This design comes from an exercise in tuning for small area and few clock cycles on the open sky130 flow, not from production work. Only simulation tests tie the RTL to the original design; equivalence was not proved. No activity file was given, so power comes from the tool's default toggle rates.

==> build 34 <==
==> flow/design.v <==
package nnd_pkg;
	localparam int DIM_W = 9;
	localparam int OY_W = 6;
	localparam int CH_W = 8;
	localparam int OP_W = 2;
	localparam int CFG_IDX_W = 1;
	localparam int OUT_SIZE_DEF = 50;
	localparam int MAX_SOURCE_DIM_DEF = 256;
	localparam int PW = 4 * CH_W;
	localparam int NS = OUT_SIZE_DEF;
	localparam logic [OP_W-1:0] OP_PUSH = 2'd0;
	localparam logic [OP_W-1:0] OP_REPLAY = 2'd1;
	localparam logic [OP_W-1:0] OP_RESTART = 2'd2;
endpackage
module nnd_ctrl (
	input  logic [8:0] d,
	output logic [7:0] vm1,
	output logic [2:0] q,
	output logic [5:0] r
);
	logic [8:0] v;
	always_comb begin
		if (d[8]) vm1 = 8'd255;
		else if (d[7:0] == 8'd0) vm1 = 8'd0;
		else vm1 = d[7:0] - 8'd1;
		q = 3'(vm1 >= 8'd49) + 3'(vm1 >= 8'd99) + 3'(vm1 >= 8'd149) +
			3'(vm1 >= 8'd199) + 3'(vm1 >= 8'd249);
		v = {1'b0, vm1} + 9'd1;
		r = 6'(v - 9'(q) * 9'd50);
	end
endmodule
module nnd_dp (
	input  logic        clk,
	input  logic        push,
	input  logic [31:0] pdata,
	input  logic        pop,
	input  logic        flush,
	output logic        room,
	output logic        head_v,
	output logic [31:0] head
);
	localparam int NS = nnd_pkg::NS;
	logic [31:0] d [NS];
	logic [NS-1:0] v, h, take;
	always_comb begin
		for (int i = 0; i < NS; i++) begin
			h[i] = !v[i] || (i == 0 ? pop : h[i-1]);
			if (i < NS - 1) take[i] = v[i+1] && h[i];
			else take[i] = push && (h[i] || flush);
		end
	end
	always_ff @(posedge clk) begin
		for (int i = 0; i < NS; i++) begin
			if (flush) v[i] <= take[i] && i == NS - 1;
			else v[i] <= take[i] || (v[i] && !(i == 0 ? pop : h[i-1]));
		end
	end
	always_ff @(posedge clk) begin
		for (int i = 0; i < NS; i++) begin
			if (take[i]) d[i] <= (i == NS - 1) ? pdata : d[(i + 1) % NS];
		end
	end
	assign room = h[NS-1];
	assign head_v = v[0];
	assign head = d[0];
endmodule
module nearest_neighbour_downscaler #(
	parameter int OUT_SIZE = nnd_pkg::OUT_SIZE_DEF,
	parameter int MAX_SOURCE_DIM = nnd_pkg::MAX_SOURCE_DIM_DEF
) (
	input  logic                            clk,
	input  logic                            arst_n,
	input  logic                            cfg_valid,
	output logic                            cfg_ready,
	input  logic [nnd_pkg::CFG_IDX_W-1:0]   cfg_index,
	input  logic [nnd_pkg::DIM_W-1:0]       cfg_data,
	input  logic                            in_valid,
	output logic                            in_ready,
	input  logic [nnd_pkg::OP_W-1:0]        operation,
	input  logic [nnd_pkg::CH_W-1:0]        red_in,
	input  logic [nnd_pkg::CH_W-1:0]        green_in,
	input  logic [nnd_pkg::CH_W-1:0]        blue_in,
	input  logic [nnd_pkg::CH_W-1:0]        alpha_in,
	output logic                            out_valid,
	input  logic                            out_ready,
	output logic [nnd_pkg::CH_W-1:0]        red_out,
	output logic [nnd_pkg::CH_W-1:0]        green_out,
	output logic [nnd_pkg::CH_W-1:0]        blue_out,
	output logic [nnd_pkg::CH_W-1:0]        alpha_out,
	output logic [nnd_pkg::OY_W-1:0]        out_column,
	output logic [nnd_pkg::OY_W-1:0]        out_line,
	output logic                            row_last,
	output logic                            replay_pending,
	output logic                            image_done
);
	logic [7:0] wm1_q;
	logic [2:0] qw_q, qh_q;
	logic [5:0] rw_q, rh_q;
	logic [7:0] cfg_vm1;
	logic [2:0] cfg_q;
	logic [5:0] cfg_r;
	logic big;
	logic [7:0] col_q;
	logic fin_q;
	logic [5:0] orow_q, hacc_q, acc_q;
	logic [3:0] dr_q;
	logic [2:0] wd_q;
	logic stale_q;
	logic e_act_q;
	logic [5:0] ox_q;
	logic op_push, op_rep, op_rst;
	logic col_last, emit_row, sampled, rep_ok, last_oy, rep_may;
	logic xfer, ox_last, pop, e_end, act_free, stall, acc;
	logic do_push, do_we, do_emit, do_rst;
	logic [6:0] hsum, asum;
	logic hc, ac;
	logic [2:0] hstep;
	logic room, head_v, fpush, flush;
	logic [31:0] rdata, pdata;
	assign cfg_ready = 1'b1;
	nnd_ctrl u_cfg (
		.d   (cfg_data),
		.vm1 (cfg_vm1),
		.q   (cfg_q),
		.r   (cfg_r)
	);
	always_ff @(posedge clk or negedge arst_n) begin
		if (!arst_n) begin
			wm1_q <= 8'd255;
			qw_q <= 3'd5;
			rw_q <= 6'd6;
			qh_q <= 3'd5;
			rh_q <= 6'd6;
		end else if (cfg_valid) begin
			if (cfg_index == 1'b0) begin
				wm1_q <= cfg_vm1;
				qw_q <= cfg_q;
				rw_q <= cfg_r;
			end else begin
				qh_q <= cfg_q;
				rh_q <= cfg_r;
			end
		end
	end
	assign big = qw_q != 3'd0;
	assign out_valid = e_act_q && head_v;
	assign xfer = out_valid && out_ready;
	assign ox_last = ox_q == 6'd49;
	assign asum = {1'b0, acc_q} + {1'b0, rw_q};
	assign ac = asum >= 7'd50;
	assign pop = xfer && (big || ac || ox_last);
	assign e_end = xfer && ox_last;
	assign act_free = !e_act_q || e_end;
	assign op_push = operation == nnd_pkg::OP_PUSH;
	assign op_rep = operation == nnd_pkg::OP_REPLAY;
	assign op_rst = operation == nnd_pkg::OP_RESTART;
	assign col_last = col_q == wm1_q;
	assign emit_row = dr_q == 4'd0;
	assign rep_may = dr_q == 4'hf;
	assign sampled = !big || wd_q == 3'd0;
	assign rep_ok = !fin_q && col_q == 8'd0 && rep_may;
	assign last_oy = orow_q == 6'd49;
	always_comb begin
		stall = 1'b0;
		case (operation)
			nnd_pkg::OP_PUSH: stall = !fin_q && (rep_may && e_act_q ||
				emit_row && ((sampled && (stale_q ? e_act_q : !room)) || (col_last && !act_free)));
			nnd_pkg::OP_REPLAY: stall = rep_ok && !act_free;
			nnd_pkg::OP_RESTART: stall = e_act_q;
			default: stall = 1'b0;
		endcase
	end
	assign in_ready = !stall;
	assign acc = in_valid && !stall;
	assign do_push = acc && op_push && !fin_q;
	assign do_we = do_push && emit_row && sampled;
	assign do_emit = (do_push && col_last && emit_row) || (acc && op_rep && rep_ok);
	assign do_rst = acc && op_rst;
	assign hsum = {1'b0, hacc_q} + {1'b0, rh_q};
	assign hc = hsum >= 7'd50;
	assign hstep = qh_q + 3'(hc);
	always_ff @(posedge clk or negedge arst_n) begin
		if (!arst_n) begin
			col_q <= '0;
			fin_q <= 1'b0;
			orow_q <= '0;
			hacc_q <= '0;
			dr_q <= '0;
			wd_q <= '0;
		end else if (do_rst) begin
			col_q <= '0;
			fin_q <= 1'b0;
			orow_q <= '0;
			hacc_q <= '0;
			dr_q <= '0;
			wd_q <= '0;
		end else begin
			if (do_push) begin
				if (col_last) begin
					col_q <= '0;
					wd_q <= '0;
					if (!emit_row && dr_q != 4'he) dr_q <= dr_q - 4'd1;
				end else begin
					col_q <= col_q + 8'd1;
					if (do_we) wd_q <= qw_q + 3'(ac) - 3'd1;
					else if (wd_q != 3'd0) wd_q <= wd_q - 3'd1;
				end
			end
			if (do_emit) begin
				if (last_oy) begin
					fin_q <= 1'b1;
				end else begin
					orow_q <= orow_q + 6'd1;
					hacc_q <= 6'(hc ? hsum - 7'd50 : hsum);
					dr_q <= {1'b0, hstep} - 4'd1;
				end
			end
		end
	end
	always_ff @(posedge clk or negedge arst_n) begin
		if (!arst_n) acc_q <= '0;
		else if (big ? (do_rst || do_push && col_last) : do_emit) acc_q <= '0;
		else if (big ? do_we : xfer) acc_q <= 6'(ac ? asum - 7'd50 : asum);
	end
	always_ff @(posedge clk or negedge arst_n) begin
		if (!arst_n) begin
			e_act_q <= 1'b0;
		end else if (do_emit) begin
			e_act_q <= 1'b1;
		end else if (e_end) begin
			e_act_q <= 1'b0;
		end
	end
	always_ff @(posedge clk) begin
		if (do_emit) ox_q <= '0;
		else if (xfer) ox_q <= ox_q + 6'd1;
	end
	always_ff @(posedge clk or negedge arst_n) begin
		if (!arst_n) begin
			stale_q <= 1'b1;
		end else if (do_rst || (e_end && rep_may)) begin
			stale_q <= 1'b1;
		end else if (do_emit || flush) begin
			stale_q <= 1'b0;
		end
	end
	assign flush = do_we && stale_q;
	assign fpush = do_we || (pop && rep_may);
	assign pdata = do_we ? {alpha_in, blue_in, green_in, red_in} : rdata;
	nnd_dp u_store (
		.clk    (clk),
		.push   (fpush),
		.pdata  (pdata),
		.pop    (pop),
		.flush  (flush),
		.room   (room),
		.head_v (head_v),
		.head   (rdata)
	);
	assign red_out = rdata[7:0];
	assign green_out = rdata[15:8];
	assign blue_out = rdata[23:16];
	assign alpha_out = rdata[31:24];
	assign out_column = ox_q;
	assign out_line = fin_q ? 6'd49 : orow_q - 6'd1;
	assign row_last = ox_last;
	assign replay_pending = !fin_q && rep_may;
	assign image_done = ox_last && fin_q;
endmodule
==> flow/run.sh <==
#!/bin/bash
# synth_recipe.tcl (not shown) runs the flow's synth.tcl, then flattens the netlist and writes it again
# the make line also repeats each setting of config.mk as NAME=value (left out here)
make -C /OpenROAD-flow-scripts/flow DESIGN_CONFIG=/design/flow/config.mk WORK_HOME=/design/flow/orfs CLKGATE_MAP_FILE= SYNTH_SCRIPT=/design/flow/synth_recipe.tcl finish
==> flow/config.mk <==
export PLATFORM = sky130hd
export DESIGN_NAME = nearest_neighbour_downscaler
export DESIGN_NICKNAME = nearest_neighbour_downscaler
export VERILOG_FILES = /design/flow/design.v
export SDC_FILE = /design/flow/constraint.sdc
export NUM_CORES = 4
export LEC_CHECK = 0
export CAP_MARGIN = 20
export CORE_MARGIN = 2
export CORE_UTILIZATION = 40
export SLEW_MARGIN = 20
export SYNTH_MEMORY_MAX_BITS = 16384
==> flow/constraint.sdc <==
create_clock -name core_clock -period 10.0 [get_ports {clk}]
set_input_delay 2.0000 -clock core_clock [delete_from_list [all_inputs] [get_ports {clk}]]
set_output_delay 2.0000 -clock core_clock [all_outputs]
set_load 0.01 [all_outputs]
==> trial 28 (differences from build 34) <==
--- a/flow/design.v
+++ b/flow/design.v
@@ -32,36 +32,15 @@
 module nnd_dp (
 	input  logic        clk,
-	input  logic        push,
-	input  logic [31:0] pdata,
-	input  logic        pop,
-	input  logic        flush,
-	output logic        room,
-	output logic        head_v,
-	output logic [31:0] head
+	input  logic        we,
+	input  logic [5:0]  waddr,
+	input  logic [31:0] wdata,
+	input  logic [5:0]  raddr,
+	output logic [31:0] rdata
 );
-	localparam int NS = nnd_pkg::NS;
-	logic [31:0] d [NS];
-	logic [NS-1:0] v, h, take;
-	always_comb begin
-		for (int i = 0; i < NS; i++) begin
-			h[i] = !v[i] || (i == 0 ? pop : h[i-1]);
-			if (i < NS - 1) take[i] = v[i+1] && h[i];
-			else take[i] = push && (h[i] || flush);
-		end
-	end
+	logic [31:0] mem [nnd_pkg::NS];
 	always_ff @(posedge clk) begin
-		for (int i = 0; i < NS; i++) begin
-			if (flush) v[i] <= take[i] && i == NS - 1;
-			else v[i] <= take[i] || (v[i] && !(i == 0 ? pop : h[i-1]));
-		end
-	end
-	always_ff @(posedge clk) begin
-		for (int i = 0; i < NS; i++) begin
-			if (take[i]) d[i] <= (i == NS - 1) ? pdata : d[(i + 1) % NS];
-		end
-	end
-	assign room = h[NS-1];
-	assign head_v = v[0];
-	assign head = d[0];
+		if (we) mem[waddr] <= wdata;
+	end
+	assign rdata = mem[raddr];
 endmodule
 module nearest_neighbour_downscaler #(
@@ -103,19 +82,19 @@
 	logic [7:0] col_q;
 	logic fin_q;
-	logic [5:0] orow_q, hacc_q, acc_q;
+	logic [5:0] orow_q, hacc_q;
 	logic [3:0] dr_q;
+	logic [5:0] wp_q, wacc_q;
 	logic [2:0] wd_q;
-	logic stale_q;
-	logic e_act_q;
-	logic [5:0] ox_q;
+	logic e_act_q, epend_q;
+	logic [5:0] ox_q, eoy_q, ridx_q, racc_q;
 	logic op_push, op_rep, op_rst;
-	logic col_last, emit_row, sampled, rep_ok, last_oy, rep_may;
-	logic xfer, ox_last, pop, e_end, act_free, stall, acc;
+	logic col_last, emit_row, sampled, rep_ok, last_oy;
+	logic xfer, ox_last, rc, rel, act_free, conflict, stall, acc;
 	logic do_push, do_we, do_emit, do_rst;
-	logic [6:0] hsum, asum;
-	logic hc, ac;
+	logic [6:0] hsum, wsum, rsum;
+	logic hc, wc;
 	logic [2:0] hstep;
-	logic room, head_v, fpush, flush;
-	logic [31:0] rdata, pdata;
+	logic pend;
+	logic [31:0] rdata;
 	assign cfg_ready = 1'b1;
 	nnd_ctrl u_cfg (
@@ -144,12 +123,10 @@
 	end
 	assign big = qw_q != 3'd0;
-	assign out_valid = e_act_q && head_v;
-	assign xfer = out_valid && out_ready;
+	assign xfer = e_act_q && out_ready;
 	assign ox_last = ox_q == 6'd49;
-	assign asum = {1'b0, acc_q} + {1'b0, rw_q};
-	assign ac = asum >= 7'd50;
-	assign pop = xfer && (big || ac || ox_last);
-	assign e_end = xfer && ox_last;
-	assign act_free = !e_act_q || e_end;
+	assign rsum = {1'b0, racc_q} + {1'b0, rw_q};
+	assign rc = rsum >= 7'd50;
+	assign rel = xfer && (big || rc || ox_last);
+	assign act_free = !e_act_q || (xfer && ox_last);
 	assign op_push = operation == nnd_pkg::OP_PUSH;
 	assign op_rep = operation == nnd_pkg::OP_REPLAY;
@@ -157,17 +134,12 @@
 	assign col_last = col_q == wm1_q;
 	assign emit_row = dr_q == 4'd0;
-	assign rep_may = dr_q == 4'hf;
 	assign sampled = !big || wd_q == 3'd0;
-	assign rep_ok = !fin_q && col_q == 8'd0 && rep_may;
+	assign rep_ok = !fin_q && col_q == 8'd0 && dr_q == 4'hf;
 	assign last_oy = orow_q == 6'd49;
+	assign conflict = e_act_q && (wp_q > ridx_q || (wp_q == ridx_q && !rel));
 	always_comb begin
 		stall = 1'b0;
-		case (operation)
-			nnd_pkg::OP_PUSH: stall = !fin_q && (rep_may && e_act_q ||
-				emit_row && ((sampled && (stale_q ? e_act_q : !room)) || (col_last && !act_free)));
-			nnd_pkg::OP_REPLAY: stall = rep_ok && !act_free;
-			nnd_pkg::OP_RESTART: stall = e_act_q;
-			default: stall = 1'b0;
-		endcase
+		if (op_push) stall = !fin_q && emit_row && ((sampled && conflict) || (col_last && !act_free));
+		else if (op_rep) stall = rep_ok && !act_free;
 	end
 	assign in_ready = !stall;
@@ -180,4 +152,7 @@
 	assign hc = hsum >= 7'd50;
 	assign hstep = qh_q + 3'(hc);
+	assign pend = !last_oy && hstep == 3'd0;
+	assign wsum = {1'b0, wacc_q} + {1'b0, rw_q};
+	assign wc = wsum >= 7'd50;
 	always_ff @(posedge clk or negedge arst_n) begin
 		if (!arst_n) begin
@@ -187,5 +162,7 @@
 			hacc_q <= '0;
 			dr_q <= '0;
+			wp_q <= '0;
 			wd_q <= '0;
+			wacc_q <= '0;
 		end else if (do_rst) begin
 			col_q <= '0;
@@ -194,15 +171,24 @@
 			hacc_q <= '0;
 			dr_q <= '0;
+			wp_q <= '0;
 			wd_q <= '0;
+			wacc_q <= '0;
 		end else begin
 			if (do_push) begin
 				if (col_last) begin
 					col_q <= '0;
+					wp_q <= '0;
 					wd_q <= '0;
+					wacc_q <= '0;
 					if (!emit_row && dr_q != 4'he) dr_q <= dr_q - 4'd1;
 				end else begin
 					col_q <= col_q + 8'd1;
-					if (do_we) wd_q <= qw_q + 3'(ac) - 3'd1;
-					else if (wd_q != 3'd0) wd_q <= wd_q - 3'd1;
+					if (do_we) begin
+						wp_q <= wp_q + 6'd1;
+						wacc_q <= 6'(wc ? wsum - 7'd50 : wsum);
+						wd_q <= qw_q + 3'(wc) - 3'd1;
+					end else if (wd_q != 3'd0) begin
+						wd_q <= wd_q - 3'd1;
+					end
 				end
 			end
@@ -219,43 +205,34 @@
 	end
 	always_ff @(posedge clk or negedge arst_n) begin
-		if (!arst_n) acc_q <= '0;
-		else if (big ? (do_rst || do_push && col_last) : do_emit) acc_q <= '0;
-		else if (big ? do_we : xfer) acc_q <= 6'(ac ? asum - 7'd50 : asum);
-	end
-	always_ff @(posedge clk or negedge arst_n) begin
 		if (!arst_n) begin
 			e_act_q <= 1'b0;
 		end else if (do_emit) begin
 			e_act_q <= 1'b1;
-		end else if (e_end) begin
+		end else if (xfer && ox_last) begin
 			e_act_q <= 1'b0;
 		end
 	end
 	always_ff @(posedge clk) begin
-		if (do_emit) ox_q <= '0;
-		else if (xfer) ox_q <= ox_q + 6'd1;
-	end
-	always_ff @(posedge clk or negedge arst_n) begin
-		if (!arst_n) begin
-			stale_q <= 1'b1;
-		end else if (do_rst || (e_end && rep_may)) begin
-			stale_q <= 1'b1;
-		end else if (do_emit || flush) begin
-			stale_q <= 1'b0;
-		end
-	end
-	assign flush = do_we && stale_q;
-	assign fpush = do_we || (pop && rep_may);
-	assign pdata = do_we ? {alpha_in, blue_in, green_in, red_in} : rdata;
+		if (do_emit) begin
+			ox_q <= '0;
+			ridx_q <= '0;
+			racc_q <= '0;
+			eoy_q <= orow_q;
+			epend_q <= pend;
+		end else if (xfer) begin
+			ox_q <= ox_q + 6'd1;
+			racc_q <= 6'(rc ? rsum - 7'd50 : rsum);
+			if (big || rc) ridx_q <= ridx_q + 6'd1;
+		end
+	end
 	nnd_dp u_store (
-		.clk    (clk),
-		.push   (fpush),
-		.pdata  (pdata),
-		.pop    (pop),
-		.flush  (flush),
-		.room   (room),
-		.head_v (head_v),
-		.head   (rdata)
+		.clk   (clk),
+		.we    (do_we),
+		.waddr (wp_q),
+		.wdata ({alpha_in, blue_in, green_in, red_in}),
+		.raddr (ridx_q),
+		.rdata (rdata)
 	);
+	assign out_valid = e_act_q;
 	assign red_out = rdata[7:0];
 	assign green_out = rdata[15:8];
@@ -263,7 +240,7 @@
 	assign alpha_out = rdata[31:24];
 	assign out_column = ox_q;
-	assign out_line = fin_q ? 6'd49 : orow_q - 6'd1;
+	assign out_line = eoy_q;
 	assign row_last = ox_last;
-	assign replay_pending = !fin_q && rep_may;
-	assign image_done = ox_last && fin_q;
+	assign replay_pending = epend_q;
+	assign image_done = ox_last && eoy_q == 6'd49;
 endmodule
==> build 20 (differences from build 34) <==
--- a/flow/design.v
+++ b/flow/design.v
@@ -15,17 +15,10 @@
 module nnd_ctrl (
 	input  logic [8:0] d,
-	output logic [7:0] vm1,
-	output logic [2:0] q,
-	output logic [5:0] r
+	output logic [7:0] vm1
 );
-	logic [8:0] v;
 	always_comb begin
 		if (d[8]) vm1 = 8'd255;
 		else if (d[7:0] == 8'd0) vm1 = 8'd0;
 		else vm1 = d[7:0] - 8'd1;
-		q = 3'(vm1 >= 8'd49) + 3'(vm1 >= 8'd99) + 3'(vm1 >= 8'd149) +
-			3'(vm1 >= 8'd199) + 3'(vm1 >= 8'd249);
-		v = {1'b0, vm1} + 9'd1;
-		r = 6'(v - 9'(q) * 9'd50);
 	end
 endmodule
@@ -94,26 +87,20 @@
 	output logic                            image_done
 );
-	logic [7:0] wm1_q;
-	logic [2:0] qw_q, qh_q;
-	logic [5:0] rw_q, rh_q;
+	logic [7:0] wm1_q, hm1_q;
 	logic [7:0] cfg_vm1;
-	logic [2:0] cfg_q;
-	logic [5:0] cfg_r;
 	logic big;
-	logic [7:0] col_q;
+	logic [7:0] col_q, g_q;
 	logic fin_q;
-	logic [5:0] orow_q, hacc_q, acc_q;
-	logic [3:0] dr_q;
-	logic [2:0] wd_q;
+	logic [5:0] orow_q;
+	logic [8:0] e_q;
 	logic stale_q;
 	logic e_act_q;
 	logic [5:0] ox_q;
 	logic op_push, op_rep, op_rst;
-	logic col_last, emit_row, sampled, rep_ok, last_oy, rep_may;
+	logic col_last, emit_row, sampled, rep_ok, last_oy, rep_may, dead;
 	logic xfer, ox_last, pop, e_end, act_free, stall, acc;
 	logic do_push, do_we, do_emit, do_rst;
-	logic [6:0] hsum, asum;
-	logic hc, ac;
-	logic [2:0] hstep;
+	logic [8:0] gw, gw50, g50, eh;
+	logic ac;
 	logic room, head_v, fpush, flush;
 	logic [31:0] rdata, pdata;
@@ -121,32 +108,26 @@
 	nnd_ctrl u_cfg (
 		.d   (cfg_data),
-		.vm1 (cfg_vm1),
-		.q   (cfg_q),
-		.r   (cfg_r)
+		.vm1 (cfg_vm1)
 	);
 	always_ff @(posedge clk or negedge arst_n) begin
 		if (!arst_n) begin
 			wm1_q <= 8'd255;
-			qw_q <= 3'd5;
-			rw_q <= 6'd6;
-			qh_q <= 3'd5;
-			rh_q <= 6'd6;
+			hm1_q <= 8'd255;
 		end else if (cfg_valid) begin
 			if (cfg_index == 1'b0) begin
 				wm1_q <= cfg_vm1;
-				qw_q <= cfg_q;
-				rw_q <= cfg_r;
 			end else begin
-				qh_q <= cfg_q;
-				rh_q <= cfg_r;
+				hm1_q <= cfg_vm1;
 			end
 		end
 	end
-	assign big = qw_q != 3'd0;
+	assign big = wm1_q >= 8'd49;
 	assign out_valid = e_act_q && head_v;
 	assign xfer = out_valid && out_ready;
 	assign ox_last = ox_q == 6'd49;
-	assign asum = {1'b0, acc_q} + {1'b0, rw_q};
-	assign ac = asum >= 7'd50;
+	assign gw = {1'b0, g_q} + {1'b0, wm1_q} + 9'd1;
+	assign gw50 = gw - 9'd50;
+	assign g50 = {1'b0, g_q} - 9'd50;
+	assign ac = !gw50[8];
 	assign pop = xfer && (big || ac || ox_last);
 	assign e_end = xfer && ox_last;
@@ -156,7 +137,8 @@
 	assign op_rst = operation == nnd_pkg::OP_RESTART;
 	assign col_last = col_q == wm1_q;
-	assign emit_row = dr_q == 4'd0;
-	assign rep_may = dr_q == 4'hf;
-	assign sampled = !big || wd_q == 3'd0;
+	assign emit_row = !e_q[8] && e_q[7:0] < 8'd50;
+	assign rep_may = e_q >= 9'd462;
+	assign dead = e_q[8] && !rep_may;
+	assign sampled = !big || g50[8];
 	assign rep_ok = !fin_q && col_q == 8'd0 && rep_may;
 	assign last_oy = orow_q == 6'd49;
@@ -177,7 +159,5 @@
 	assign do_emit = (do_push && col_last && emit_row) || (acc && op_rep && rep_ok);
 	assign do_rst = acc && op_rst;
-	assign hsum = {1'b0, hacc_q} + {1'b0, rh_q};
-	assign hc = hsum >= 7'd50;
-	assign hstep = qh_q + 3'(hc);
+	assign eh = e_q + {1'b0, hm1_q} + 9'd1;
 	always_ff @(posedge clk or negedge arst_n) begin
 		if (!arst_n) begin
@@ -185,24 +165,17 @@
 			fin_q <= 1'b0;
 			orow_q <= '0;
-			hacc_q <= '0;
-			dr_q <= '0;
-			wd_q <= '0;
+			e_q <= '0;
 		end else if (do_rst) begin
 			col_q <= '0;
 			fin_q <= 1'b0;
 			orow_q <= '0;
-			hacc_q <= '0;
-			dr_q <= '0;
-			wd_q <= '0;
+			e_q <= '0;
 		end else begin
 			if (do_push) begin
 				if (col_last) begin
 					col_q <= '0;
-					wd_q <= '0;
-					if (!emit_row && dr_q != 4'he) dr_q <= dr_q - 4'd1;
+					if (!emit_row && !dead) e_q <= e_q - 9'd50;
 				end else begin
 					col_q <= col_q + 8'd1;
-					if (do_we) wd_q <= qw_q + 3'(ac) - 3'd1;
-					else if (wd_q != 3'd0) wd_q <= wd_q - 3'd1;
 				end
 			end
@@ -212,6 +185,5 @@
 				end else begin
 					orow_q <= orow_q + 6'd1;
-					hacc_q <= 6'(hc ? hsum - 7'd50 : hsum);
-					dr_q <= {1'b0, hstep} - 4'd1;
+					e_q <= emit_row ? eh - 9'd50 : eh;
 				end
 			end
@@ -219,7 +191,7 @@
 	end
 	always_ff @(posedge clk or negedge arst_n) begin
-		if (!arst_n) acc_q <= '0;
-		else if (big ? (do_rst || do_push && col_last) : do_emit) acc_q <= '0;
-		else if (big ? do_we : xfer) acc_q <= 6'(ac ? asum - 7'd50 : asum);
+		if (!arst_n) g_q <= '0;
+		else if (big ? (do_rst || do_push && col_last) : do_emit) g_q <= '0;
+		else if (big ? do_push : xfer) g_q <= 8'(big ? (sampled ? gw50 : g50) : (ac ? gw50 : gw));
 	end
 	always_ff @(posedge clk or negedge arst_n) begin
==> flow/flow/run.sh (new file) <==
#!/bin/bash
# Standard layout with two changes: the port buffers are buf_1 cells, and clock tree
# synthesis uses clkbuf_8 clusters of at most 20 sinks without dummy loads.
set -euo pipefail
export BUFFER_PORTS_ARGS="-buffer_cell sky130_fd_sc_hd__buf_1"
export CTS_ARGS="-sink_clustering_enable -repair_clock_nets -sink_clustering_size 20 -sink_clustering_max_diameter 60 -buf_list sky130_fd_sc_hd__clkbuf_8 -dont_use_dummy_load"
bash standard.sh > standard.log 2>&1
==> flow/standard.sh (new file) <==
#!/bin/bash
# synth_recipe.tcl (not shown) runs the flow's synth.tcl, then flattens the netlist and writes it again
# the make line also repeats each setting of config.mk as NAME=value (left out here)
make -C /OpenROAD-flow-scripts/flow DESIGN_CONFIG=/design/flow/config.mk WORK_HOME=/design/flow/orfs CLKGATE_MAP_FILE= SYNTH_SCRIPT=/design/flow/synth_recipe.tcl "${@:-finish}"
Settings changed: CAP_MARGIN 20 to 0, CORE_UTILIZATION 40 to 60, CTS_BUF_LIST from default to sky130_fd_sc_hd__clkbuf_16, CTS_CLUSTER_DIAMETER from default to 100, CTS_CLUSTER_SIZE from default to 30, SLEW_MARGIN 20 to 0.
removed: flow/run.sh
==> comparison table <==
| item | build 34 | trial 28 | build 20 |
|---|---|---|---|
| First element of the critical path | cfg_data[0] | cfg_data[5] | wm1_q[0] |
| Most repeated library cell on the critical path | sky130_fd_sc_hd__inv_1 | - | sky130_fd_sc_hd__nand2_1 |
| Worst-path cell with the longest stage delay | sky130_fd_sc_hd__fa_1 | sky130_fd_sc_hd__fa_1 | sky130_fd_sc_hd__nor4_2 |
| Worst-case register-to-register setup slack | 5.47 ns | 4.59 ns | 4.90 ns |
| Routed WL per cell | 20.3 um | 29.1 um | 23.4 um |
| Hold Crit Depth | 0 | 2 | 0 |
| Via/cell ratio | 4.86 | 5.70 | 5.59 |
| Inverters excl. clock | 66 | 53 | 29 |
| Number of distinct standard cells referenced by the synthesized netlist | 81 | 71 | 77 |
| CP Capture Type | register | register | output pin |
| P_seq | 8.87 mW | 7.99 mW | 8.49 mW |
| Clock network area share | 7.82% | 6.99% | 2.58% |
| Non-clock buffer count | 157 | 195 | 149 |
| Met2 routed wirelength | 45.2 mm | 77.8 mm | 43.8 mm |
| Run status | complete, no violations | complete, no violations | complete, no violations |
Testbench counts of build 34, summed over its fixed seeds: cycles 685,379.
Testbench counts of trial 28, summed over its fixed seeds: cycles 685,379.
Testbench counts of build 20, summed over its fixed seeds: cycles 685,379.

-- afterwards: timing with drivers on the ports --
How much do the figures lean on ideal ports? The routed layouts below were timed once more, with nothing changed but the port constraints. Step 1, drivers: a clkbuf_16 drives clk and a buf_2 each remaining input, both assumed. Step 2 times the ports against the registers' clock, not the clock port: input delays grow and output delays shrink by t, the midpoint of the rising clock arrivals with the driver on. a / b / c = ideal / step 1 / step 2; a / b = the first two.
run | shift t [ns] | slack for setup (ns) | hold WS [ns] | slew at the worst register clock pin (ns)
build 34 | 0.811 | 2.908 / 2.915 / 2.140 | 0.401 / 0.401 / 0.401 | 0.06 / 0.06
trial 28 | 0.857 | 3.262 / 3.194 / 2.457 | 0.467 / 0.467 / 0.467 | 0.06 / 0.06
build 20 | 0.808 | 3.541 / 3.480 / 3.860 | 0.379 / 0.379 / 0.379 | 0.12 / 0.12
After both steps every run listed still meets setup and hold. For trial 28, which loses most, drivers alone change the setup slack by -0.068 ns; drivers and shift together by -0.805 ns.
